Context: an optimization exercise on an open-source flow, tuned for small area and few clock cycles. The choices shown serve that exercise and are no tape-out recipe. The RTL was checked by simulation tests, not by an equivalence proof against the original design.

## flow/design.v (module list and top-level ports; edited modules follow where they fit)
// module conv_sum9: 1420 lines
// module conv_add20: 96 lines
// module conv_top: 156 lines
module conv_top (
	input  logic                  clk,
	input  logic                  rst,
	input  logic                  coef_valid,
	output logic                  coef_ready,
	input  logic [16-1:0]  coef_data,
	input  logic                  pix_valid,
	output logic                  pix_ready,
	input  logic [8-1:0]      pix_data,
	output logic                  out_valid,
	input  logic                  out_ready,
	output logic [2-1:0][20-1:0]     out_data,
	output logic [$clog2(8)-1:0]        out_row,
	output logic [$clog2(8)-1:0]        out_col,
	output logic                  frame_done
);
  // ...
==> flow/run.sh <==
#!/bin/bash
# synth_recipe.tcl (not shown) runs the flow's synth.tcl, then flattens the netlist and writes it again
# the make line also repeats each setting of config.mk as NAME=value (left out here)
make -C /OpenROAD-flow-scripts/flow DESIGN_CONFIG=/design/flow/config.mk WORK_HOME=/design/flow/orfs CLKGATE_MAP_FILE= SYNTH_SCRIPT=/design/flow/synth_recipe.tcl finish
==> flow/config.mk <==
export PLATFORM = sky130hd
export DESIGN_NAME = conv_top
export DESIGN_NICKNAME = conv_top
export VERILOG_FILES = /design/flow/design.v
export SDC_FILE = /design/flow/constraint.sdc
export NUM_CORES = 4
export LEC_CHECK = 0
export ABC_AREA = 1
export CAP_MARGIN = 20
export CORE_MARGIN = 2
export CORE_UTILIZATION = 50
export CTS_BUF_LIST = sky130_fd_sc_hd__clkbuf_16
export CTS_CLUSTER_DIAMETER = 110
export CTS_CLUSTER_SIZE = 25
export SLEW_MARGIN = 20
==> flow/constraint.sdc <==
create_clock -name core_clock -period 7.0 [get_ports {clk}]
set_input_delay 1.4000 -clock core_clock [delete_from_list [all_inputs] [get_ports {clk}]]
set_output_delay 1.4000 -clock core_clock [all_outputs]
set_load 0.01 [all_outputs]
==> impl_metrics.py, run 1 <==
metrics = {
    "status": {
        "status": "timing/DRC/antenna clean",
    },
    "routing": {
        "viasPerCell": 6.75,
        "drc": 0,
        "route.antenna.remaining_nets": 0,
    },
    "critical_path": {
        "cp_cell_sequence": "ha_1 > inv_1 > fa_1 > inv_1 > fa_2 > fa_2 > fa_2 > fa_2 > fa_2 > fa_2 > fa_2 > buf_12 > nand3_1 > o21ai_1 > xnor2_1 > clkdlybuf4s50_1",
        "crit_fanout": 8,
        "cp_common_cell": "fa_2",
        "slowest_delay_ps": 570,
        "crit_type": "reg2out",
        "startpoint": "g_out[1].u_add.b[1]",
    },
    "logic_synthesis": {
        "async_flop_share_pct": 2.51,
        "synthDominantCellAreaShare_pct": 35.3,
        "synth.area.top_cells": "edfxtp_1 (35%), fa_1 (32%), o22ai_1 (7.6%)",
        "yosysTopAreaCell": "edfxtp_1",
        "yosysSeqAreaShare_pct": 36.1,
        "synth_common_cells": "inv_1 (638), fa_1 (634), o22ai_1 (479), edfxtp_1 (466), a21oi_1 (395)",
        "synth-seq-cells": 478,
    },
    "clock_tree": {
        "cts_resized": 28,
        "cts_htree_levels": 1,
        "postCtsSetupBuffers": 6,
        "clkLatencyLatePin_ps": 660,
    },
    "global_routing": {
        "global_route.usage.met3_pct": 12.3,
        "use_met1_pct": 52.9,
        "overflow": 0,
        "grt.total_usage_pct": 41.9,
    },
    "placed_design": {
        "dp_hpwl_mm": 136,
        "io_buffers": 78,
    },
    "floorplan": {
        "die_x_um": 286,
        "core_sq_um": 78700,
        "die_h_um": 286,
        "die_area_sq_um": 81500,
    },
    "cells_and_area": {
        "biggestCellCategory": "multi-input gates",
        "final_cell_mix": "inv_1 (640), fa_1 (623), o22ai_1 (479)",
        "area_growth_syn_to_layout_pct": 8.24,
        "multi_input_area_sq_um": 22200,
        "final_nets": 4296,
        "clk_share_pct": 2.02,
    },
    "sta": {
        "fin_skew_ps": 33.7,
    },
}
Testbench counts, summed over its fixed seeds: cycles 3,240.
==> module conv_add20, before the edit <==
module conv_add20 (
	input  wire [19:0] a,
	input  wire [19:0] b,
	output wire [19:0] y
);
	wire ls0 = a[0] ^ b[0];
	wire lc0 = a[0] & b[0];
	wire lx1 = a[1] ^ b[1];
	wire ls1 = lx1 ^ lc0;
	wire lc1 = (a[1] & b[1]) | (lx1 & lc0);
	wire lx2 = a[2] ^ b[2];
	wire ls2 = lx2 ^ lc1;
	wire lc2 = (a[2] & b[2]) | (lx2 & lc1);
	wire lx3 = a[3] ^ b[3];
	wire ls3 = lx3 ^ lc2;
	wire lc3 = (a[3] & b[3]) | (lx3 & lc2);
	wire lx4 = a[4] ^ b[4];
	wire ls4 = lx4 ^ lc3;
	wire lc4 = (a[4] & b[4]) | (lx4 & lc3);
	wire lx5 = a[5] ^ b[5];
	wire ls5 = lx5 ^ lc4;
	wire lc5 = (a[5] & b[5]) | (lx5 & lc4);
	wire lx6 = a[6] ^ b[6];
	wire ls6 = lx6 ^ lc5;
	wire lc6 = (a[6] & b[6]) | (lx6 & lc5);
	wire lx7 = a[7] ^ b[7];
	wire ls7 = lx7 ^ lc6;
	wire lc7 = (a[7] & b[7]) | (lx7 & lc6);
	wire lx8 = a[8] ^ b[8];
	wire ls8 = lx8 ^ lc7;
	wire lc8 = (a[8] & b[8]) | (lx8 & lc7);
	wire lx9 = a[9] ^ b[9];
	wire ls9 = lx9 ^ lc8;
	wire lc9 = (a[9] & b[9]) | (lx9 & lc8);
	wire zx0 = a[10] ^ b[10];
	wire zs0 = zx0 ^ 1'b0;
	wire zc0 = (a[10] & b[10]) | (zx0 & 1'b0);
	wire zx1 = a[11] ^ b[11];
	wire zs1 = zx1 ^ zc0;
	wire zc1 = (a[11] & b[11]) | (zx1 & zc0);
	wire zx2 = a[12] ^ b[12];
	wire zs2 = zx2 ^ zc1;
	wire zc2 = (a[12] & b[12]) | (zx2 & zc1);
	wire zx3 = a[13] ^ b[13];
	wire zs3 = zx3 ^ zc2;
	wire zc3 = (a[13] & b[13]) | (zx3 & zc2);
	wire zx4 = a[14] ^ b[14];
	wire zs4 = zx4 ^ zc3;
	wire zc4 = (a[14] & b[14]) | (zx4 & zc3);
	wire zx5 = a[15] ^ b[15];
	wire zs5 = zx5 ^ zc4;
	wire zc5 = (a[15] & b[15]) | (zx5 & zc4);
	wire zx6 = a[16] ^ b[16];
	wire zs6 = zx6 ^ zc5;
	wire zc6 = (a[16] & b[16]) | (zx6 & zc5);
	wire zx7 = a[17] ^ b[17];
	wire zs7 = zx7 ^ zc6;
	wire zc7 = (a[17] & b[17]) | (zx7 & zc6);
	wire zx8 = a[18] ^ b[18];
	wire zs8 = zx8 ^ zc7;
	wire zc8 = (a[18] & b[18]) | (zx8 & zc7);
	wire zx9 = a[19] ^ b[19];
	wire zs9 = zx9 ^ zc8;
	wire zc9 = (a[19] & b[19]) | (zx9 & zc8);
	wire ox0 = a[10] ^ b[10];
	wire os0 = ox0 ^ 1'b1;
	wire oc0 = (a[10] & b[10]) | (ox0 & 1'b1);
	wire ox1 = a[11] ^ b[11];
	wire os1 = ox1 ^ oc0;
	wire oc1 = (a[11] & b[11]) | (ox1 & oc0);
	wire ox2 = a[12] ^ b[12];
	wire os2 = ox2 ^ oc1;
	wire oc2 = (a[12] & b[12]) | (ox2 & oc1);
	wire ox3 = a[13] ^ b[13];
	wire os3 = ox3 ^ oc2;
	wire oc3 = (a[13] & b[13]) | (ox3 & oc2);
	wire ox4 = a[14] ^ b[14];
	wire os4 = ox4 ^ oc3;
	wire oc4 = (a[14] & b[14]) | (ox4 & oc3);
	wire ox5 = a[15] ^ b[15];
	wire os5 = ox5 ^ oc4;
	wire oc5 = (a[15] & b[15]) | (ox5 & oc4);
	wire ox6 = a[16] ^ b[16];
	wire os6 = ox6 ^ oc5;
	wire oc6 = (a[16] & b[16]) | (ox6 & oc5);
	wire ox7 = a[17] ^ b[17];
	wire os7 = ox7 ^ oc6;
	wire oc7 = (a[17] & b[17]) | (ox7 & oc6);
	wire ox8 = a[18] ^ b[18];
	wire os8 = ox8 ^ oc7;
	wire oc8 = (a[18] & b[18]) | (ox8 & oc7);
	wire ox9 = a[19] ^ b[19];
	wire os9 = ox9 ^ oc8;
	wire oc9 = (a[19] & b[19]) | (ox9 & oc8);
	assign y = {(lc9 ? os9 : zs9), (lc9 ? os8 : zs8), (lc9 ? os7 : zs7), (lc9 ? os6 : zs6), (lc9 ? os5 : zs5), (lc9 ? os4 : zs4), (lc9 ? os3 : zs3), (lc9 ? os2 : zs2), (lc9 ? os1 : zs1), (lc9 ? os0 : zs0), ls9, ls8, ls7, ls6, ls5, ls4, ls3, ls2, ls1, ls0};
endmodule
==> module conv_top, before the edit <==
module conv_top (
	input  logic                  clk,
	input  logic                  rst,
	input  logic                  coef_valid,
	output logic                  coef_ready,
	input  logic [16-1:0]  coef_data,
	input  logic                  pix_valid,
	output logic                  pix_ready,
	input  logic [8-1:0]      pix_data,
	output logic                  out_valid,
	input  logic                  out_ready,
	output logic [2-1:0][20-1:0]     out_data,
	output logic [$clog2(8)-1:0]        out_row,
	output logic [$clog2(8)-1:0]        out_col,
	output logic                  frame_done
);
	localparam int NW = 2 * 9;
	localparam int NS = 2 * 8 + 2;
	logic [4:0] coef_cnt;
	logic coef_loaded;
	logic coef_acc;
	logic [NW-1:0][8-1:0] wq;
	logic [2-1:0][16-1:0] bq;
	assign coef_loaded = (coef_cnt == 5'd20);
	assign coef_ready = !coef_loaded;
	assign coef_acc = coef_valid && coef_ready;
	always_ff @(posedge clk or posedge rst)
	begin
		if (rst)
			coef_cnt <= '0;
		else if (coef_acc)
			coef_cnt <= coef_cnt + 1'b1;
	end
	logic [7:0][8:0] pq;
	logic pair_acc;
	assign pair_acc = coef_acc && (coef_cnt == 5'd1 || coef_cnt == 5'd3 || coef_cnt == 5'd5
		|| coef_cnt == 5'd7 || coef_cnt == 5'd10 || coef_cnt == 5'd12 || coef_cnt == 5'd14
		|| coef_cnt == 5'd16);
	logic [8:0] pair_sum;
	logic [8:0] pair_cy;
	always_comb
	begin
		logic pa, pb;
		for (int i = 0; i < 9; i++)
		begin
			pa = coef_data[(i < 8) ? i : 7];
			pb = bq[1][(i < 8) ? i : 7];
			if (i == 0)
			begin
				pair_sum[i] = pa ^ pb;
				pair_cy[i] = pa & pb;
			end
			else
			begin
				pair_sum[i] = pa ^ pb ^ pair_cy[i-1];
				pair_cy[i] = (pa & pb) | ((pa ^ pb) & pair_cy[i-1]);
			end
		end
	end
	always_ff @(posedge clk)
	begin
		if (pair_acc)
		begin
			pq[7] <= pair_sum;
			for (int i = 0; i < 7; i++)
				pq[i] <= pq[i+1];
		end
	end
	always_ff @(posedge clk)
	begin
		if (coef_acc)
		begin
			bq[1] <= coef_data;
			bq[0] <= bq[1];
			wq[NW-1] <= bq[0][8-1:0];
			for (int i = 0; i < NW - 1; i++)
				wq[i] <= wq[i+1];
		end
	end
	logic [NS-1:0][8-1:0] s;
	logic pix_acc;
	logic [2:0] qr, qc;
	logic [2:0] qr_n, qc_n;
	logic win_n;
	assign pix_ready = coef_loaded && (!out_valid || out_ready);
	assign pix_acc = pix_valid && pix_ready;
	always_ff @(posedge clk)
	begin
		if (pix_acc)
		begin
			s[0] <= pix_data;
			for (int i = 1; i < NS; i++)
				s[i] <= s[i-1];
		end
	end
	assign qc_n = qc + 1'b1;
	assign qr_n = (qc == 3'd5) ? qr + 1'b1 : qr;
	assign win_n = !(qc_n[2] && qc_n[1]) && !(qr_n[2] && qr_n[1]);
	always_ff @(posedge clk or posedge rst)
	begin
		if (rst)
		begin
			qr <= 3'd5;
			qc <= 3'd5;
			out_valid <= 1'b0;
		end
		else if (pix_acc)
		begin
			qr <= qr_n;
			qc <= qc_n;
			out_valid <= win_n;
		end
		else if (out_ready)
		begin
			out_valid <= 1'b0;
		end
	end
	assign out_row = qr;
	assign out_col = qc;
	assign frame_done = out_valid && out_ready && (qr == 3'd5) && (qc == 3'd5);
	logic [2-1:0][20-1:0] sum_a, sum_b, sum_aq, sum_bq;
	for (genvar c = 0; c < 2; c++)
	begin : g_ch
		conv_sum9 u_sum9 (
			.x0(s[17]), .w0(wq[c*9+0]),
			.x1(s[16]), .w1(wq[c*9+1]),
			.x2(s[15]), .w2(wq[c*9+2]),
			.x3(s[9]),  .w3(wq[c*9+3]),
			.x4(s[8]),  .w4(wq[c*9+4]),
			.x5(s[7]),  .w5(wq[c*9+5]),
			.x6(s[1]),  .w6(wq[c*9+6]),
			.x7(s[0]),  .w7(wq[c*9+7]),
			.x8(pix_data), .w8(wq[c*9+8]),
			.p0(pq[c*4+0]), .p1(pq[c*4+1]), .p2(pq[c*4+2]), .p3(pq[c*4+3]),
			.b(bq[c]),
			.ya(sum_a[c]),
			.yb(sum_b[c])
		);
	end
	always_ff @(posedge clk)
	begin
		if (pix_acc)
		begin
			sum_aq <= sum_a;
			sum_bq <= sum_b;
		end
	end
	for (genvar c = 0; c < 2; c++)
	begin : g_out
		conv_add20 u_add (
			.a(sum_aq[c]),
			.b(sum_bq[c]),
			.y(out_data[c])
		);
	end
endmodule
==> inputs of run 2 (changes only) <==
--- a/flow/design.v
+++ b/flow/design.v
@@ -20,18 +20,19 @@
 	input  wire [7:0] w7,
 	input  wire [7:0] x8,
 	input  wire [7:0] w8,
 	input  wire [8:0] p0,
 	input  wire [8:0] p1,
 	input  wire [8:0] p2,
 	input  wire [8:0] p3,
 	input  wire [15:0] b,
-	output wire [19:0] ya,
-	output wire [19:0] yb
+	output wire [19:0] ya,       
+	output wire [19:6] yb,      
+	output wire yc               
 );
 	wire d0a0 = x0[0] & ~x1[0];
 	wire d0b0 = ~x0[0] & x1[0];
 	wire d0c0 = x0[0] & x1[0];
 	wire d0t0_0 = (d0a0 & w0[0]) | (d0b0 & w1[0]) | (d0c0 & p0[0]);
 	wire d0t0_1 = (d0a0 & w0[1]) | (d0b0 & w1[1]) | (d0c0 & p0[1]);
 	wire d0t0_2 = (d0a0 & w0[2]) | (d0b0 & w1[2]) | (d0c0 & p0[2]);
 	wire d0t0_3 = (d0a0 & w0[3]) | (d0b0 & w1[3]) | (d0c0 & p0[3]);
@@ -1413,114 +1414,107 @@
 	wire n950 = (n847 & n895) | (n951 & n897);
 	wire n954 = n848 ^ n900;
 	wire n952 = n954 ^ n898;
 	wire n953 = (n848 & n900) | (n954 & n898);
 	wire n955 = n901 ^ n903;
 	wire n956 = n901 & n903;
 	wire [19:0] ra = {1'b1, n904, n955, n950, n947, n944, n941, n938, n935, n932, n929, n926, n923, n920, n917, n915, n912, n910, n907, n906};
 	wire [19:0] rb = {1'b0, n956, n953, n952, n949, n946, n943, n940, n937, n934, n931, n928, n925, n922, n919, n916, n914, n911, n909, 1'b0};
-	assign ya = ra;
-	assign yb = rb;
+	wire ws0 = n906 ^ 1'b0;
+	wire wc0 = n906 & 1'b0;
+	wire wx1 = n907 ^ n909;
+	wire ws1 = wx1 ^ wc0;
+	wire wc1 = (n907 & n909) | (wx1 & wc0);
+	wire wx2 = n910 ^ n911;
+	wire ws2 = wx2 ^ wc1;
+	wire wc2 = (n910 & n911) | (wx2 & wc1);
+	wire wx3 = n912 ^ n914;
+	wire ws3 = wx3 ^ wc2;
+	wire wc3 = (n912 & n914) | (wx3 & wc2);
+	wire wx4 = n915 ^ n916;
+	wire ws4 = wx4 ^ wc3;
+	wire wc4 = (n915 & n916) | (wx4 & wc3);
+	wire wx5 = n917 ^ n919;
+	wire ws5 = wx5 ^ wc4;
+	wire wc5 = (n917 & n919) | (wx5 & wc4);
+	assign ya = {1'b1, n904, n955, n950, n947, n944, n941, n938, n935, n932, n929, n926, n923, n920, ws5, ws4, ws3, ws2, ws1, ws0};
+	assign yb = {1'b0, n956, n953, n952, n949, n946, n943, n940, n937, n934, n931, n928, n925, n922};
+	assign yc = wc5;
 endmodule
 module conv_add20 (
-	input  wire [19:0] a,
-	input  wire [19:0] b,
-	output wire [19:0] y
+	input  wire [19:6] a,
+	input  wire [19:6] b,
+	input  wire ci,
+	output wire [19:6] y
 );
-	wire ls0 = a[0] ^ b[0];
-	wire lc0 = a[0] & b[0];
-	wire lx1 = a[1] ^ b[1];
+	wire lx0 = a[6] ^ b[6];
+	wire ls0 = lx0 ^ ci;
+	wire lc0 = (a[6] & b[6]) | (lx0 & ci);
+	wire lx1 = a[7] ^ b[7];
 	wire ls1 = lx1 ^ lc0;
-	wire lc1 = (a[1] & b[1]) | (lx1 & lc0);
-	wire lx2 = a[2] ^ b[2];
+	wire lc1 = (a[7] & b[7]) | (lx1 & lc0);
+	wire lx2 = a[8] ^ b[8];
 	wire ls2 = lx2 ^ lc1;
-	wire lc2 = (a[2] & b[2]) | (lx2 & lc1);
-	wire lx3 = a[3] ^ b[3];
+	wire lc2 = (a[8] & b[8]) | (lx2 & lc1);
+	wire lx3 = a[9] ^ b[9];
 	wire ls3 = lx3 ^ lc2;
-	wire lc3 = (a[3] & b[3]) | (lx3 & lc2);
-	wire lx4 = a[4] ^ b[4];
+	wire lc3 = (a[9] & b[9]) | (lx3 & lc2);
+	wire lx4 = a[10] ^ b[10];
 	wire ls4 = lx4 ^ lc3;
-	wire lc4 = (a[4] & b[4]) | (lx4 & lc3);
-	wire lx5 = a[5] ^ b[5];
+	wire lc4 = (a[10] & b[10]) | (lx4 & lc3);
+	wire lx5 = a[11] ^ b[11];
 	wire ls5 = lx5 ^ lc4;
-	wire lc5 = (a[5] & b[5]) | (lx5 & lc4);
-	wire lx6 = a[6] ^ b[6];
+	wire lc5 = (a[11] & b[11]) | (lx5 & lc4);
+	wire lx6 = a[12] ^ b[12];
 	wire ls6 = lx6 ^ lc5;
-	wire lc6 = (a[6] & b[6]) | (lx6 & lc5);
-	wire lx7 = a[7] ^ b[7];
-	wire ls7 = lx7 ^ lc6;
-	wire lc7 = (a[7] & b[7]) | (lx7 & lc6);
-	wire lx8 = a[8] ^ b[8];
-	wire ls8 = lx8 ^ lc7;
-	wire lc8 = (a[8] & b[8]) | (lx8 & lc7);
-	wire lx9 = a[9] ^ b[9];
-	wire ls9 = lx9 ^ lc8;
-	wire lc9 = (a[9] & b[9]) | (lx9 & lc8);
-	wire zx0 = a[10] ^ b[10];
+	wire lc6 = (a[12] & b[12]) | (lx6 & lc5);
+	wire zx0 = a[13] ^ b[13];
 	wire zs0 = zx0 ^ 1'b0;
-	wire zc0 = (a[10] & b[10]) | (zx0 & 1'b0);
-	wire zx1 = a[11] ^ b[11];
+	wire zc0 = (a[13] & b[13]) | (zx0 & 1'b0);
+	wire zx1 = a[14] ^ b[14];
 	wire zs1 = zx1 ^ zc0;
-	wire zc1 = (a[11] & b[11]) | (zx1 & zc0);
-	wire zx2 = a[12] ^ b[12];
+	wire zc1 = (a[14] & b[14]) | (zx1 & zc0);
+	wire zx2 = a[15] ^ b[15];
 	wire zs2 = zx2 ^ zc1;
-	wire zc2 = (a[12] & b[12]) | (zx2 & zc1);
-	wire zx3 = a[13] ^ b[13];
+	wire zc2 = (a[15] & b[15]) | (zx2 & zc1);
+	wire zx3 = a[16] ^ b[16];
 	wire zs3 = zx3 ^ zc2;
-	wire zc3 = (a[13] & b[13]) | (zx3 & zc2);
-	wire zx4 = a[14] ^ b[14];
+	wire zc3 = (a[16] & b[16]) | (zx3 & zc2);
+	wire zx4 = a[17] ^ b[17];
 	wire zs4 = zx4 ^ zc3;
-	wire zc4 = (a[14] & b[14]) | (zx4 & zc3);
-	wire zx5 = a[15] ^ b[15];
+	wire zc4 = (a[17] & b[17]) | (zx4 & zc3);
+	wire zx5 = a[18] ^ b[18];
 	wire zs5 = zx5 ^ zc4;
-	wire zc5 = (a[15] & b[15]) | (zx5 & zc4);
-	wire zx6 = a[16] ^ b[16];
+	wire zc5 = (a[18] & b[18]) | (zx5 & zc4);
+	wire zx6 = a[19] ^ b[19];
 	wire zs6 = zx6 ^ zc5;
-	wire zc6 = (a[16] & b[16]) | (zx6 & zc5);
-	wire zx7 = a[17] ^ b[17];
-	wire zs7 = zx7 ^ zc6;
-	wire zc7 = (a[17] & b[17]) | (zx7 & zc6);
-	wire zx8 = a[18] ^ b[18];
-	wire zs8 = zx8 ^ zc7;
-	wire zc8 = (a[18] & b[18]) | (zx8 & zc7);
-	wire zx9 = a[19] ^ b[19];
-	wire zs9 = zx9 ^ zc8;
-	wire zc9 = (a[19] & b[19]) | (zx9 & zc8);
-	wire ox0 = a[10] ^ b[10];
+	wire zc6 = (a[19] & b[19]) | (zx6 & zc5);
+	wire ox0 = a[13] ^ b[13];
 	wire os0 = ox0 ^ 1'b1;
-	wire oc0 = (a[10] & b[10]) | (ox0 & 1'b1);
-	wire ox1 = a[11] ^ b[11];
+	wire oc0 = (a[13] & b[13]) | (ox0 & 1'b1);
+	wire ox1 = a[14] ^ b[14];
 	wire os1 = ox1 ^ oc0;
-	wire oc1 = (a[11] & b[11]) | (ox1 & oc0);
-	wire ox2 = a[12] ^ b[12];
+	wire oc1 = (a[14] & b[14]) | (ox1 & oc0);
+	wire ox2 = a[15] ^ b[15];
 	wire os2 = ox2 ^ oc1;
-	wire oc2 = (a[12] & b[12]) | (ox2 & oc1);
-	wire ox3 = a[13] ^ b[13];
+	wire oc2 = (a[15] & b[15]) | (ox2 & oc1);
+	wire ox3 = a[16] ^ b[16];
 	wire os3 = ox3 ^ oc2;
-	wire oc3 = (a[13] & b[13]) | (ox3 & oc2);
-	wire ox4 = a[14] ^ b[14];
+	wire oc3 = (a[16] & b[16]) | (ox3 & oc2);
+	wire ox4 = a[17] ^ b[17];
 	wire os4 = ox4 ^ oc3;
-	wire oc4 = (a[14] & b[14]) | (ox4 & oc3);
-	wire ox5 = a[15] ^ b[15];
+	wire oc4 = (a[17] & b[17]) | (ox4 & oc3);
+	wire ox5 = a[18] ^ b[18];
 	wire os5 = ox5 ^ oc4;
-	wire oc5 = (a[15] & b[15]) | (ox5 & oc4);
-	wire ox6 = a[16] ^ b[16];
+	wire oc5 = (a[18] & b[18]) | (ox5 & oc4);
+	wire ox6 = a[19] ^ b[19];
 	wire os6 = ox6 ^ oc5;
-	wire oc6 = (a[16] & b[16]) | (ox6 & oc5);
-	wire ox7 = a[17] ^ b[17];
-	wire os7 = ox7 ^ oc6;
-	wire oc7 = (a[17] & b[17]) | (ox7 & oc6);
-	wire ox8 = a[18] ^ b[18];
-	wire os8 = ox8 ^ oc7;
-	wire oc8 = (a[18] & b[18]) | (ox8 & oc7);
-	wire ox9 = a[19] ^ b[19];
-	wire os9 = ox9 ^ oc8;
-	wire oc9 = (a[19] & b[19]) | (ox9 & oc8);
-	assign y = {(lc9 ? os9 : zs9), (lc9 ? os8 : zs8), (lc9 ? os7 : zs7), (lc9 ? os6 : zs6), (lc9 ? os5 : zs5), (lc9 ? os4 : zs4), (lc9 ? os3 : zs3), (lc9 ? os2 : zs2), (lc9 ? os1 : zs1), (lc9 ? os0 : zs0), ls9, ls8, ls7, ls6, ls5, ls4, ls3, ls2, ls1, ls0};
+	wire oc6 = (a[19] & b[19]) | (ox6 & oc5);
+	assign y = {(lc6 ? os6 : zs6), (lc6 ? os5 : zs5), (lc6 ? os4 : zs4), (lc6 ? os3 : zs3), (lc6 ? os2 : zs2), (lc6 ? os1 : zs1), (lc6 ? os0 : zs0), ls6, ls5, ls4, ls3, ls2, ls1, ls0};
 endmodule
 `default_nettype wire
 `default_nettype none
 `timescale 1ns/1ns
 module conv_top (
 	input  logic                  clk,
 	input  logic                  rst,
 	input  logic                  coef_valid,
@@ -1635,45 +1629,52 @@
 		else if (out_ready)
 		begin
 			out_valid <= 1'b0;
 		end
 	end
 	assign out_row = qr;
 	assign out_col = qc;
 	assign frame_done = out_valid && out_ready && (qr == 3'd5) && (qc == 3'd5);
-	logic [2-1:0][20-1:0] sum_a, sum_b, sum_aq, sum_bq;
+	localparam int LOW_K = 6;
+	logic [2-1:0][20-1:0] sum_a, sum_aq;
+	logic [2-1:0][20-1:LOW_K] sum_b, sum_bq;
+	logic [2-1:0] sum_c, sum_cq;
 	for (genvar c = 0; c < 2; c++)
 	begin : g_ch
 		conv_sum9 u_sum9 (
 			.x0(s[17]), .w0(wq[c*9+0]),
 			.x1(s[16]), .w1(wq[c*9+1]),
 			.x2(s[15]), .w2(wq[c*9+2]),
 			.x3(s[9]),  .w3(wq[c*9+3]),
 			.x4(s[8]),  .w4(wq[c*9+4]),
 			.x5(s[7]),  .w5(wq[c*9+5]),
 			.x6(s[1]),  .w6(wq[c*9+6]),
 			.x7(s[0]),  .w7(wq[c*9+7]),
 			.x8(pix_data), .w8(wq[c*9+8]),
 			.p0(pq[c*4+0]), .p1(pq[c*4+1]), .p2(pq[c*4+2]), .p3(pq[c*4+3]),
 			.b(bq[c]),
 			.ya(sum_a[c]),
-			.yb(sum_b[c])
+			.yb(sum_b[c]),
+			.yc(sum_c[c])
 		);
 	end
 	always_ff @(posedge clk)
 	begin
 		if (pix_acc)
 		begin
 			sum_aq <= sum_a;
 			sum_bq <= sum_b;
+			sum_cq <= sum_c;
 		end
 	end
 	for (genvar c = 0; c < 2; c++)
 	begin : g_out
+		assign out_data[c][LOW_K-1:0] = sum_aq[c][LOW_K-1:0];
 		conv_add20 u_add (
-			.a(sum_aq[c]),
+			.a(sum_aq[c][20-1:LOW_K]),
 			.b(sum_bq[c]),
-			.y(out_data[c])
+			.ci(sum_cq[c]),
+			.y(out_data[c][20-1:LOW_K])
 		);
 	end
 endmodule
 `default_nettype wire
==> flow/config.mk (replaced) <==
export PLATFORM = sky130hd
export DESIGN_NAME = conv_top
export DESIGN_NICKNAME = conv_top
export VERILOG_FILES = /design/flow/design.v
export SDC_FILE = /design/flow/constraint.sdc
export NUM_CORES = 4
export LEC_CHECK = 0
export ABC_AREA = 1
export CAP_MARGIN = 20
export CORE_MARGIN = 2
export CORE_UTILIZATION = 50
export CTS_BUF_LIST = sky130_fd_sc_hd__clkbuf_16
export CTS_CLUSTER_DIAMETER = 80
export CTS_CLUSTER_SIZE = 20
export SLEW_MARGIN = 20
==> run 2 against run 1 <==
Compared with the run above:
- count of clock-buffer cells in the layout up 15
- via count up 1.3%
- wire length up 7.0%
- critical path depth down 3
- first-iteration DRC count up 7.6%
- die area down 0.90%
- clock skew up 7.8 ps
- final cell count down 0.54%
- register-to-register slack worse by 200 ps
- design area up 0.43%
- area after synthesis down 0.92%
- critical endpoint is now out_data[36]
- largest cell class unchanged
==> impl_metrics.py, run 2 <==
metrics = {
    "logic_synthesis": {
        "synth-xor-area-share_pct": 1.83,
        "yosysSeqAreaShare_pct": 35.8,
        "synth.area.top_cells": "edfxtp_1 (35%), fa_1 (33%), o22ai_1 (7.5%)",
        "yosys.area_share.simple_pct": 3.29,
        "yosys_warnings": 1,
        "synth_mux_area_share_pct": 0,
        "synthDistinctLibCells": 37,
        "ys.flop_type": "edfxtp_1",
        "synth-seq-cells": 470,
        "synth_top_family_by_area": "adder cells",
        "synth_common_cells": "inv_1 (644), fa_1 (640), o22ai_1 (471), edfxtp_1 (458), a21oi_1 (407)",
        "netlist_area_sq_um": 39300,
        "syn_nets": 4176,
        "async_flop_share_pct": 2.55,
        "synth-edff-count": 458,
        "synth_fa_ha_area_share_pct": 34.4,
        "avgSynthCellArea_sq_um": 11.4,
        "yosysTopAreaCell": "edfxtp_1",
        "synth.most_common_cell": "inv_1",
        "synthDominantCellAreaShare_pct": 35.0,
        "synth-compound-area-share_pct": 16.7,
        "netlist_instances": 3452,
    },
    "routing": {
        "routed_wl_mm": 181,
        "route.antenna.remaining_nets": 0,
        "first_iter_violations": 5877,
        "firstDrtPassIters": 12,
        "wire_per_inst_um": 39.2,
        "drc": 0,
        "viasPerCell": 6.87,
        "vias": 31700,
    },
    "sta": {
        "worstMarginPinSlew_ps": 1130,
        "finalSetupViolCount": 0,
        "fmax_mhz": 148,
        "fin_ws_ps": 256,
        "final_max_slew_viol_count": 0,
        "setup_tns_ps": 0,
        "timing_hold_violations_final": 0,
        "hold_ws_ps": 418,
        "fin_skew_ps": 41.5,
        "period_needed_ps": 6740,
        "period_share_pct": 96.3,
        "rsz0062_at_grt": "false",
        "maxSlewHeadroom_pct": 24.8,
    },
    "cells_and_area": {
        "layout_commonest_cell": "inv_1",
        "largestRegisters": "s: 144 flops, wq: 144 flops, pq: 72 flops",
        "final_cell_mix": "inv_1 (647), fa_1 (638), o22ai_1 (471)",
        "area_growth_syn_to_layout_pct": 9.70,
        "drive_above_1_share_pct": 6.62,
        "final_nets": 4270,
    },
    "clock_tree": {
        "cts-root-buf": "clkbuf_16",
        "cts.sinks": 470,
        "clkLatencyLatePin_ps": 650,
        "cts_hold_buf": 0,
        "postCtsSetupBuffers": 0,
        "path_clk_slew_ps": 80,
        "cts_htree_levels": 2,
        "cts_buffer_depth": 3,
        "cts_tree": "yes",
        "cts_resized": 0,
        "numCtsBuffers": 42,
    },
    "global_routing": {
        "grt_first_pass_wirelength_mm": 250,
        "grt.total_usage_pct": 45.2,
        "antenna_found_initial": 3,
        "grt_pass1_vias": 31900,
        "grt_max_degree": 128,
        "overflow": 0,
    },
    "floorplan": {
        "core_sq_um": 77600,
        "die_h_um": 284,
        "ios": 79,
        "die_x_um": 284,
        "initial_core_util_pct": 50.6,
        "die_area_sq_um": 80800,
        "core.rowCount": 102,
    },
    "critical_path": {
        "cp_cell_sequence": "inv_1 > fa_1 > inv_1 > fa_1 > fa_1 > fa_1 > fa_1 > fa_1 > fa_2 > nand3_1 > o21ai_0 > xnor2_1 > clkdlybuf4s50_1",
        "worst_setup_path_start_kind": "flip-flop",
        "r2r-end": "out_data[25]",
        "r2r_slack_ps": 650,
        "required_ps": 5600,
        "r2r-start": "s[130]",
        "reg2regPathDepth": 15,
        "cp_num_cells": 13,
        "crit_buf_inv": 3,
        "crit_fanout": 10,
        "cpMaxStageDelayCell": "clkdlybuf4s50_1",
        "critPathCaptureType": "output pin",
        "crit_type": "reg2out",
        "cp_top_family": "adder cells",
        "cp_common_cell": "fa_1",
        "startpoint": "sum_cq[1]",
        "crit_end": "out_data[36]",
        "slowest_delay_ps": 610,
        "arrival_ps": 5340,
    },
    "placed_design": {
        "pre_cts_ws_ps": 420,
        "dp_hpwl_mm": 147,
        "place_congestion": 1.08,
        "io_buffers": 78,
    },
    "flow_run": {
        "cap_viol_max_count": 0,
    },
    "worst_hold_path": {
        "hp-class": "reg2reg",
        "worstHoldStart": "s[105]",
    },
    "status": {
        "status": "timing/DRC/antenna clean",
    },
}
==> run 2: area by class of cell <==
cell class / count / area, sq um
diodes: 1 / 2.50
clock buffers: 43 / 1080
clock inverters: 33 / 372
fillers: 6649 / 34500
inverters: 657 / 2490
multi-input cells: 2180 / 22100
flip-flops and latches: 470 / 14100
well taps: 1040 / 1300
repair buffers: 195 / 1680
==> run 2: worst min path at each step <==
stage / end / cells after the start
2_1_floorplan: s[100] / 0
3_3_place_gp: s[26] / 0
3_5_place_dp: s[125] / 0
4_1_cts: s[125] / 0
5_1_grt: s[110] / 0
6_report: s[113] / 0
==> run 2: kinds of logic (layout without fill, tap and decap cells) <==
logic type,Yosys count,in the layout
compound gates,1084,1084
simple gates,319,319
xor+xnor,82,82
flops,470,470
buf+inv,802,928
other cells,0,1
fa+ha+maj,695,695
==> run 2: metrics by stage <==
stage	utilization (%)	instance area, sq um	instances
6_report	55.5	43100	4619
5_1_grt	55.5	43100	4618
4_1_cts	55.5	43100	4618
3_5_place_dp	53.6	41600	4542
3_3_place_gp	53.6	41600	4542
2_1_floorplan	-	39300	3452
==> run 2: per-layer routing <==
layer	up-vias	wire (um)	track usage [%]
li1	12200	-	-
met1	16100	64400	59.9
met2	2834	75700	64.6
met3	667	23300	11.6
met4	2	17800	33.0
met5	-	11	0
Testbench counts of run 2, summed over its fixed seeds: cycles 3,240.
==> inputs of run 3 (changes only) <==
--- a/flow/config.mk
+++ b/flow/config.mk
@@ -10,6 +10,6 @@
 export CORE_MARGIN = 2
 export CORE_UTILIZATION = 50
 export CTS_BUF_LIST = sky130_fd_sc_hd__clkbuf_16
-export CTS_CLUSTER_DIAMETER = 80
-export CTS_CLUSTER_SIZE = 20
+export CTS_CLUSTER_DIAMETER = 110
+export CTS_CLUSTER_SIZE = 25
 export SLEW_MARGIN = 20
==> run 3 against run 2 <==
Compared with the run above:
- flip-flop and latch count is the same
- area after synthesis is the same
- still clean on timing, DRC and antenna
- synthesized cell count unchanged
- core utilization fell by 0.62 points
- via count increased by 0.27%
==> impl_metrics.py, run 3 <==
metrics = {
    "routing": {
        "vias": 31800,
        "wire_per_inst_um": 39.3,
        "viasPerCell": 6.93,
        "first_iter_violations": 6313,
        "drc": 0,
        "route.antenna.remaining_nets": 0,
        "firstDrtPassIters": 8,
        "routed_wl_mm": 181,
    },
    "logic_synthesis": {
        "synth.most_common_cell": "inv_1",
        "netlist_instances": 3452,
        "synthDistinctLibCells": 37,
        "yosysTopAreaCell": "edfxtp_1",
        "synth.area.top_cells": "edfxtp_1 (35%), fa_1 (33%), o22ai_1 (7.5%)",
        "synthDominantCellAreaShare_pct": 35.0,
        "yosys_warnings": 1,
        "synth_common_cells": "inv_1 (644), fa_1 (640), o22ai_1 (471), edfxtp_1 (458), a21oi_1 (407)",
        "synth-edff-count": 458,
        "avgSynthCellArea_sq_um": 11.4,
        "async_flop_share_pct": 2.55,
        "ys.flop_type": "edfxtp_1",
        "yosysSeqAreaShare_pct": 35.8,
        "synth-seq-cells": 470,
        "netlist_area_sq_um": 39300,
        "syn_nets": 4176,
    },
    "critical_path": {
        "cp_common_cell": "fa_1",
        "worst_setup_path_start_kind": "flip-flop",
        "required_ps": 5600,
        "cp_top_family": "adder cells",
        "crit_type": "reg2out",
        "crit_fanout": 10,
        "arrival_ps": 5310,
        "slowest_delay_ps": 560,
        "critPathCaptureType": "output pin",
        "cpMaxStageDelayCell": "clkdlybuf4s50_1",
        "crit_buf_inv": 3,
        "cp_cell_sequence": "inv_1 > fa_1 > inv_1 > fa_1 > fa_1 > fa_1 > fa_1 > fa_1 > fa_2 > o21ai_0 > xnor2_1 > clkdlybuf4s50_1",
    },
    "placed_design": {
        "place_congestion": 1.08,
        "io_buffers": 78,
        "dp_hpwl_mm": 147,
    },
    "floorplan": {
        "ios": 79,
        "core.rowCount": 102,
        "die_area_sq_um": 80800,
        "die_x_um": 284,
        "die_h_um": 284,
        "initial_core_util_pct": 50.6,
        "core_sq_um": 77600,
    },
    "cells_and_area": {
        "final_nets": 4256,
        "area_growth_syn_to_layout_pct": 8.48,
        "largestRegisters": "s: 144 flops, wq: 144 flops, pq: 72 flops",
        "drive_above_1_share_pct": 5.89,
        "n_fill_cell": 6697,
        "layout_commonest_cell": "inv_1",
        "final_cell_mix": "inv_1 (646), fa_1 (638), o22ai_1 (471)",
    },
    "clock_tree": {
        "cts_htree_levels": 1,
        "clkLatencyLatePin_ps": 690,
        "path_clk_slew_ps": 100,
        "numCtsBuffers": 28,
        "cts.sinks": 470,
        "cts-root-buf": "clkbuf_16",
        "cts_tree": "yes",
        "cts_buffer_depth": 3,
        "postCtsSetupBuffers": 0,
    },
    "sta": {
        "period_share_pct": 95.8,
        "period_needed_ps": 6710,
        "finalSetupViolCount": 0,
        "fin_skew_ps": 40.2,
        "worstMarginPinSlew_ps": 1090,
        "hold_ws_ps": 426,
        "timing_hold_violations_final": 0,
        "final_max_slew_viol_count": 0,
        "rsz0062_at_grt": "false",
        "setup_tns_ps": 0,
        "maxSlewHeadroom_pct": 27.1,
        "fmax_mhz": 149,
    },
    "global_routing": {
        "grt_pass1_vias": 31700,
        "grt_first_pass_wirelength_mm": 249,
        "grt_max_degree": 128,
        "overflow": 0,
        "grt.total_usage_pct": 44.9,
        "antenna_found_initial": 5,
    },
    "flow_run": {
        "cap_viol_max_count": 0,
    },
    "worst_hold_path": {
        "hp-class": "reg2reg",
    },
    "status": {
        "status": "timing/DRC/antenna clean",
    },
}
run 3: cell counts after synthesis:
Identical to the previous run, type by type.
run 3: worst paths after layout:
check | startpoint | endpoint | slack (ps) | cells past startpoint
worst min register to register | s[26] | s[34] | 430 | 0
worst max-delay path | g_out[0].u_add.b[6] | out_data[14] | 290 | 12
min in group asynchronous | rst | qc[1] | 1040 | 2
max in group asynchronous | rst | qc[2] | 5600 | 2
worst max register to register | s[62] | g_out[1].u_add.b[7] | 670 | 13
worst min-delay path | s[26] | s[34] | 430 | 0
run 3: stage by stage:
stage / cells / area [sq um] / setup slack [ps] / util, %
floorplan: 3452 / 39300 / 501 / -
finish: 4592 / 42600 / 295 / 54.9
global route: 4590 / 42600 / 58.2 / 54.9
global placement: 4542 / 41600 / 475 / 53.6
CTS: 4590 / 42600 / 75.8 / 54.9
detailed placement: 4542 / 41600 / 420 / 53.6
run 3: timing repair:
item / 4_1_cts / 5_1_grt
resized for setup: 1 / 2
hold endpoints to repair: 0 / 0
pin swaps: 0 / 2
hold buffers: 0 / 0
endpoints found under the setup margin: 1 / 7
run 3: area by class of cell:
type / instances / area, sq um / share of cell area, %
multi-input combinational: 2180 / 22100 / 51.9
sequential: 470 / 14100 / 33.0
inverter: 657 / 2490 / 5.85
timing repair buffer: 195 / 1680 / 3.94
tap: 1040 / 1300 / 3.06
clock buffer: 28 / 701 / 1.65
clock inverter: 20 / 260 / 0.611
antenna: 2 / 5.00 / 0.0118
run 3: metal layers:
layer  track usage [%]  up-vias  part of all wire [%]  wire length, um
li1                  -    12100                     -                -
met1              59.4    16200                    36            64300
met2              64.3     2901                    42            75500
met3              11.8      644                    13            23000
met4              32.0        4                   9.8            17700
met5                 0        -                 0.018               32
run 3: cells by family after synthesis:
kind of cell,count (synthesis),share of synthesized area [%]
xor gates and xnor gates,82,1.83
AOI/OAI and AO/OA,1084,16.7
buffers and inverters,802,7.97
adders and majority gates,695,34.4
DFF,470,35.8
and+or+nand+nor,319,3.29
run 3: worst reg2reg max path: cells and delay by family, from the launching register on:
family,cells,cell delay (ps)
fa+ha+maj,7,3790
compound gates,2,880
simple gates,1,710
flops,1,500
buf+inv,3,210
==> inputs of run 4 (changes only) <==
--- a/flow/config.mk
+++ b/flow/config.mk
@@ -8,7 +8,7 @@
 export ABC_AREA = 1
 export CAP_MARGIN = 20
 export CORE_MARGIN = 2
-export CORE_UTILIZATION = 50
+export CORE_UTILIZATION = 55
 export CTS_BUF_LIST = sky130_fd_sc_hd__clkbuf_16
 export CTS_CLUSTER_DIAMETER = 110
 export CTS_CLUSTER_SIZE = 25
==> run 4 against run 3 <==
Compared with the run above:
- global-route usage up 2.8 points
- core utilization grew 5.0 points
- non-clock buffer count decreased by 30
- critical path depth up 2
- worst hold slack got worse by 23 ps
- design area shrank 1.1%
- sequential share of layout area rose by 0.37 points
- register-to-register slack worse by 40 ps
- largest cell class unchanged
- highest routed layer unchanged
==> impl_metrics.py, run 4 <==
metrics = {
    "logic_synthesis": {
        "yosys_warnings": 1,
        "synthDistinctLibCells": 37,
        "yosysTopAreaCell": "edfxtp_1",
        "synth.area.top_cells": "edfxtp_1 (35%), fa_1 (33%), o22ai_1 (7.5%)",
        "netlist_instances": 3452,
        "synthDominantCellAreaShare_pct": 35.0,
        "synth_common_cells": "inv_1 (644), fa_1 (640), o22ai_1 (471), edfxtp_1 (458), a21oi_1 (407)",
        "netlist_area_sq_um": 39300,
        "syn_nets": 4176,
        "ys.flop_type": "edfxtp_1",
        "avgSynthCellArea_sq_um": 11.4,
        "yosysSeqAreaShare_pct": 35.8,
        "synth.most_common_cell": "inv_1",
        "async_flop_share_pct": 2.55,
        "synth-seq-cells": 470,
        "synth-edff-count": 458,
    },
    "sta": {
        "timing_hold_violations_final": 0,
        "hold_ws_ps": 404,
        "finalSetupViolCount": 0,
        "rsz0062_at_grt": "false",
        "period_share_pct": 97.8,
        "maxSlewHeadroom_pct": 26.0,
        "period_needed_ps": 6850,
        "worstMarginPinSlew_ps": 1110,
        "fin_skew_ps": 50.7,
        "setup_tns_ps": 0,
        "final_max_slew_viol_count": 0,
        "fmax_mhz": 146,
    },
    "routing": {
        "wl_met1_mm": 60.2,
        "routed.top_layer": "met5",
        "viasPerCell": 7.15,
        "wire_per_inst_um": 39.1,
        "firstDrtPassIters": 9,
        "vias": 31900,
        "first_iter_violations": 6576,
        "routed_wl_mm": 174,
        "wl_met3_mm": 24.1,
        "route.antenna.remaining_nets": 0,
        "wl_met2_mm": 72.5,
        "drc": 0,
    },
    "critical_path": {
        "crit_buf_inv": 4,
        "r2r-end": "out_data[25]",
        "r2r-start": "s[137]",
        "cp_cell_sequence": "inv_1 > fa_1 > inv_1 > fa_1 > fa_1 > fa_1 > fa_1 > fa_1 > fa_2 > inv_1 > nand3_1 > nand2_1 > xnor2_1 > clkdlybuf4s50_1",
        "crit_fanout": 10,
        "slowest_delay_ps": 600,
        "cp_top_family": "adder cells",
        "cp_num_cells": 14,
        "crit_type": "reg2out",
        "worst_setup_path_start_kind": "flip-flop",
        "r2r_slack_ps": 630,
        "cp_common_cell": "fa_1",
        "arrival_ps": 5450,
        "cpMaxStageDelayCell": "clkdlybuf4s50_1",
        "critPathCaptureType": "output pin",
        "crit_end": "out_data[37]",
        "reg2regPathDepth": 18,
        "startpoint": "sum_cq[1]",
        "required_ps": 5600,
    },
    "clock_tree": {
        "cts_buffer_depth": 3,
        "clkLatencyLatePin_ps": 690,
        "cts-root-buf": "clkbuf_16",
        "path_clk_slew_ps": 120,
        "cts_tree": "yes",
        "cts_htree_levels": 1,
        "cts.sinks": 470,
        "cts_hold_buf": 0,
        "numCtsBuffers": 26,
    },
    "worst_hold_path": {
        "hp-class": "reg2reg",
    },
    "floorplan": {
        "initial_core_util_pct": 55.8,
        "die_h_um": 271,
        "core.rowCount": 97,
        "core_sq_um": 70400,
        "ios": 79,
        "die_area_sq_um": 73500,
        "die_x_um": 271,
    },
    "cells_and_area": {
        "final_cell_mix": "inv_1 (652), fa_1 (638), o22ai_1 (471)",
        "layout_commonest_cell": "inv_1",
        "largestRegisters": "s: 144 flops, wq: 144 flops, pq: 72 flops",
        "final_nets": 4224,
        "regArea_sq_um": 14100,
        "n_fill_cell": 5669,
        "area_growth_syn_to_layout_pct": 7.29,
        "multi_input_area_sq_um": 22100,
        "drive_above_1_share_pct": 4.94,
    },
    "flow_run": {
        "cap_viol_max_count": 0,
    },
    "global_routing": {
        "antenna_found_initial": 4,
        "grt_pass1_vias": 31400,
        "grt_first_pass_wirelength_mm": 242,
        "grt.total_usage_pct": 47.7,
        "grt_max_degree": 131,
        "overflow": 0,
    },
    "status": {
        "status": "timing/DRC/antenna clean",
    },
    "placed_design": {
        "place_congestion": 1.13,
        "io_buffers": 78,
        "dp_hpwl_mm": 138,
    },
}
[run 4: cell counts after synthesis]
No cell type changed its count.
[run 4: kinds of logic after synthesis]
logic type	synth area share, %
flops	35.8
simple gates	3.29
compound gates	16.7
buf+inv	7.97
fa+ha+maj	34.4
xor+xnor	1.83
[run 4: worst reg2reg max path: cells and delay by family (launching register included)]
family / cells / cell delay, ps
AO/OA/AOI/OAI: 1 / 490
AND/OR/NAND/NOR: 1 / 570
flip-flops: 1 / 400
buffers and inverters: 7 / 650
adder cells (fa/ha/maj): 9 / 4020
[run 4: area by class of cell]
cell class	instances	share of cell area, %
Antenna cell	1	0.00594
Clock buffer	26	1.54
Clock inverter	21	0.454
Inverter	657	5.91
Multi-Input combinational cell	2180	52.5
Sequential cell	470	33.4
Tap cell	940	2.79
Timing Repair Buffer	165	3.45
[run 4: worst min path at each step]
| stage | from | endpoint | cells past startpoint |
|---|---|---|---|
| 3_5_place_dp | s[43] | s[51] | 0 |
| 3_3_place_gp | s[118] | s[126] | 0 |
| 2_1_floorplan | s[92] | s[100] | 0 |
| 6_report | s[53] | s[61] | 0 |
| 4_1_cts | s[53] | s[61] | 0 |
| 5_1_grt | s[53] | s[61] | 0 |
[run 4: what timing repair did]
| action | in CTS | in global routing |
|---|---|---|
| pin swaps | 0 | 1 |
| gates resized for setup | 2 | 2 |
| endpoints found under the hold margin | 0 | 0 |
| endpoints found under the setup margin | 2 | 3 |
| cloned | 0 | 0 |
| buffers inserted | 0 | 0 |
[run 4: per-layer routing]
layer  vias up  GRT usage, %
met5         -         0.128
met2      3185          68.0
li1      12100             -
met1     15900          63.6
met4         4          34.5
met3       687          12.7
[run 4: per-stage QoR]
stage | setup slack [ps] | instance area, sq um | cells | utilization, %
after floorplan | 501 | 39300 | 3452 | -
after global placement | 472 | 41300 | 4412 | 58.6
after detailed placement | 323 | 41300 | 4412 | 58.6
after CTS | 95.8 | 42100 | 4459 | 59.8
after global routing | 16.9 | 42100 | 4459 | 59.8
final | 152 | 42100 | 4460 | 59.8
==> inputs of run 5 (changes only) <==
--- a/flow/config.mk
+++ b/flow/config.mk
@@ -10,6 +10,6 @@
 export CORE_MARGIN = 2
 export CORE_UTILIZATION = 55
 export CTS_BUF_LIST = sky130_fd_sc_hd__clkbuf_16
-export CTS_CLUSTER_DIAMETER = 110
-export CTS_CLUSTER_SIZE = 25
+export CTS_CLUSTER_DIAMETER = 95
+export CTS_CLUSTER_SIZE = 22
 export SLEW_MARGIN = 20
==> run 5 against run 4 <==
Compared with the run above:
- still clean on timing, DRC and antenna
- count of clock-buffer cells in the layout grew 10
- fmax grew 0.66%
- via count is essentially flat
- wire length shrank 0.15%
- synthesized cell count is the same
- core utilization grew 0.44 points
- die area is the same
- worst hold slack gained 7.9 ps
- critical path type unchanged
- highest routed layer unchanged
==> impl_metrics.py, run 5 <==
metrics = {
    "floorplan": {
        "core.rowCount": 97,
        "die_area_sq_um": 73500,
        "ios": 79,
        "die_h_um": 271,
        "initial_core_util_pct": 55.8,
        "die_x_um": 271,
        "core_sq_um": 70400,
    },
    "cells_and_area": {
        "final_nets": 4233,
        "drive_above_1_share_pct": 5.41,
        "area_growth_syn_to_layout_pct": 8.08,
        "layout_commonest_cell": "inv_1",
        "final_cell_mix": "inv_1 (647), fa_1 (638), o22ai_1 (471)",
        "largestRegisters": "s: 144 flops, wq: 144 flops, pq: 72 flops",
    },
    "logic_synthesis": {
        "netlist_area_sq_um": 39300,
        "yosys_warnings": 1,
        "netlist_instances": 3452,
        "avgSynthCellArea_sq_um": 11.4,
        "synth.area.top_cells": "edfxtp_1 (35%), fa_1 (33%), o22ai_1 (7.5%)",
        "synth-seq-cells": 470,
        "syn_nets": 4176,
        "synth-edff-count": 458,
        "ys.flop_type": "edfxtp_1",
        "yosysSeqAreaShare_pct": 35.8,
        "synth.most_common_cell": "inv_1",
        "synthDistinctLibCells": 37,
        "async_flop_share_pct": 2.55,
        "synthDominantCellAreaShare_pct": 35.0,
        "synth_common_cells": "inv_1 (644), fa_1 (640), o22ai_1 (471), edfxtp_1 (458), a21oi_1 (407)",
        "yosysTopAreaCell": "edfxtp_1",
    },
    "sta": {
        "fmax_mhz": 147,
        "timing_hold_violations_final": 0,
        "worstMarginPinSlew_ps": 1110,
        "maxSlewHeadroom_pct": 25.9,
        "setup_tns_ps": 0,
        "finalSetupViolCount": 0,
        "period_needed_ps": 6800,
        "period_share_pct": 97.2,
        "final_max_slew_viol_count": 0,
        "rsz0062_at_grt": "false",
        "fin_skew_ps": 53.5,
    },
    "global_routing": {
        "grt_first_pass_wirelength_mm": 242,
        "antenna_found_initial": 4,
        "grt_max_degree": 131,
        "overflow": 0,
        "grt_pass1_vias": 31900,
        "grt.total_usage_pct": 47.7,
    },
    "clock_tree": {
        "cts_tree": "yes",
        "numCtsBuffers": 35,
        "cts-root-buf": "clkbuf_16",
        "cts_hold_buf": 0,
        "cts_resized": 1,
        "path_clk_slew_ps": 100,
        "clkLatencyLatePin_ps": 630,
        "cts.sinks": 470,
        "cts_buffer_depth": 3,
        "postCtsSetupBuffers": 0,
        "cts_htree_levels": 2,
    },
    "flow_run": {
        "cap_viol_max_count": 0,
    },
    "critical_path": {
        "cp_cell_sequence": "inv_1 > fa_1 > inv_1 > fa_1 > fa_1 > fa_1 > fa_1 > fa_1 > fa_2 > inv_1 > nand3_1 > nand2_1 > xnor2_1 > clkdlybuf4s50_1",
        "required_ps": 5600,
        "crit_type": "reg2out",
        "slowest_delay_ps": 600,
        "crit_fanout": 10,
        "worst_setup_path_start_kind": "flip-flop",
        "cpMaxStageDelayCell": "clkdlybuf4s50_1",
        "r2r_slack_ps": 590,
        "critPathCaptureType": "output pin",
        "arrival_ps": 5400,
        "reg2regPathDepth": 16,
        "cp_common_cell": "fa_1",
    },
    "routing": {
        "first_iter_violations": 6277,
        "routed_wl_mm": 174,
        "drc": 0,
        "wire_per_inst_um": 38.9,
        "vias": 31900,
        "route.antenna.remaining_nets": 0,
        "firstDrtPassIters": 10,
        "viasPerCell": 7.12,
    },
    "placed_design": {
        "io_buffers": 78,
        "place_congestion": 1.13,
        "dp_hpwl_mm": 138,
    },
    "worst_hold_path": {
        "hp-class": "reg2reg",
        "whs_path_depth": 0,
    },
    "status": {
        "status": "timing/DRC/antenna clean",
    },
}
[run 5: kinds of logic (layout without fill, tap and decap cells)]
logic type | after synthesis | in the layout | share of synthesized area [%]
other cells | 0 | 4 | 0
buf+inv | 802 | 882 | 7.97
xor+xnor | 82 | 82 | 1.83
flops | 470 | 470 | 35.8
simple gates | 319 | 319 | 3.29
compound gates | 1084 | 1084 | 16.7
fa+ha+maj | 695 | 695 | 34.4
[run 5: stage by stage]
| step | utilization (%) | hold slack (ps) | std cells | worst slack, ps | instance area [sq um] |
|---|---|---|---|---|---|
| after global routing | 60.3 | 421 | 4472 | 39.3 | 42400 |
| after CTS | 60.3 | 417 | 4472 | 77.0 | 42400 |
| after detailed placement | 58.6 | 405 | 4412 | 323 | 41300 |
| final | 60.3 | 411 | 4476 | 197 | 42400 |
| after floorplan | - | 400 | 3452 | 501 | 39300 |
| after global placement | 58.6 | 402 | 4412 | 472 | 41300 |
[run 5: metal layers]
metal | up-vias | global-route usage [%] | part of all wire (%)
li1 | 12100 | - | -
met3 | 678 | 14.1 | 14
met5 | - | 0 | 0.035
met2 | 3193 | 67.5 | 41
met1 | 15900 | 62.4 | 34
met4 | 6 | 36.4 | 10
[run 5: worst max-delay path: cells and delay by family (launching register included)]
kind	cells	cell delay (ps)
xor+xnor	1	120
buf+inv	4	870
flops	1	400
simple gates	2	230
fa+ha+maj	7	3170
[run 5: worst paths after layout]
kind                            from                   to
min                            s[46]                s[54]
min reg2reg                    s[46]                s[54]
min in group asynchronous        rst                qr[1]
max                        sum_cq[1]         out_data[37]
max reg2reg                   s[132]  g_out[0].u_add.b[7]
max in group asynchronous        rst                qr[2]
[run 5: final cells by class]
type	count	area, sq um
antenna	4	10.0
clock buffer	36	901
clock inverter	24	253
fill	5643	28000
inverter	657	2490
multi-input combinational	2180	22100
sequential	470	14100
tap	940	1180
timing repair buffer	165	1450

[re-timing with driven ports]
The results above use ideal ports. As a check the final layouts listed here were re-extracted and re-timed, cells and wires unchanged. Step 1 (the two cells are an assumption about what drives the block):
set clk [get_ports {clk}]
set_driving_cell -lib_cell sky130_fd_sc_hd__clkbuf_16 $clk
set_driving_cell -lib_cell sky130_fd_sc_hd__buf_2 [delete_from_list [all_inputs] $clk]
Step 2, shift: input delay + t, output delay - t, t = (earliest + latest rising clock arrival at the registers) / 2. This alone moves slack from input paths to output paths. Slacks: no drivers / after step 1 / after step 2; pairs: no drivers / after step 1.
run | t, ns | setup slack, ns | worst hold slack (ns) | worst setup path at the end | slew at the worst register clock pin (ns)
run 1 | 0.718 | 0.094 / 0.021 / 0.195 | 0.410 / 0.410 / 0.410 | input to register | 0.12 / 0.12
run 2 | 0.702 | 0.256 / 0.180 / 0.305 | 0.418 / 0.418 / 0.418 | input to register | 0.09 / 0.09
run 3 | 0.741 | 0.295 / 0.221 / 0.285 | 0.426 / 0.426 / 0.426 | input to register | 0.12 / 0.12
run 4 | 0.729 | 0.152 / 0.083 / 0.182 | 0.404 / 0.404 / 0.404 | input to register | 0.12 / 0.12
run 5 | 0.678 | 0.197 / 0.125 / 0.228 | 0.411 / 0.411 / 0.411 | input to register | 0.11 / 0.11
After both steps setup and hold are still met in every run listed. For run 3, which loses most, drivers alone change the setup slack by -0.074 ns; drivers and shift together by -0.010 ns.
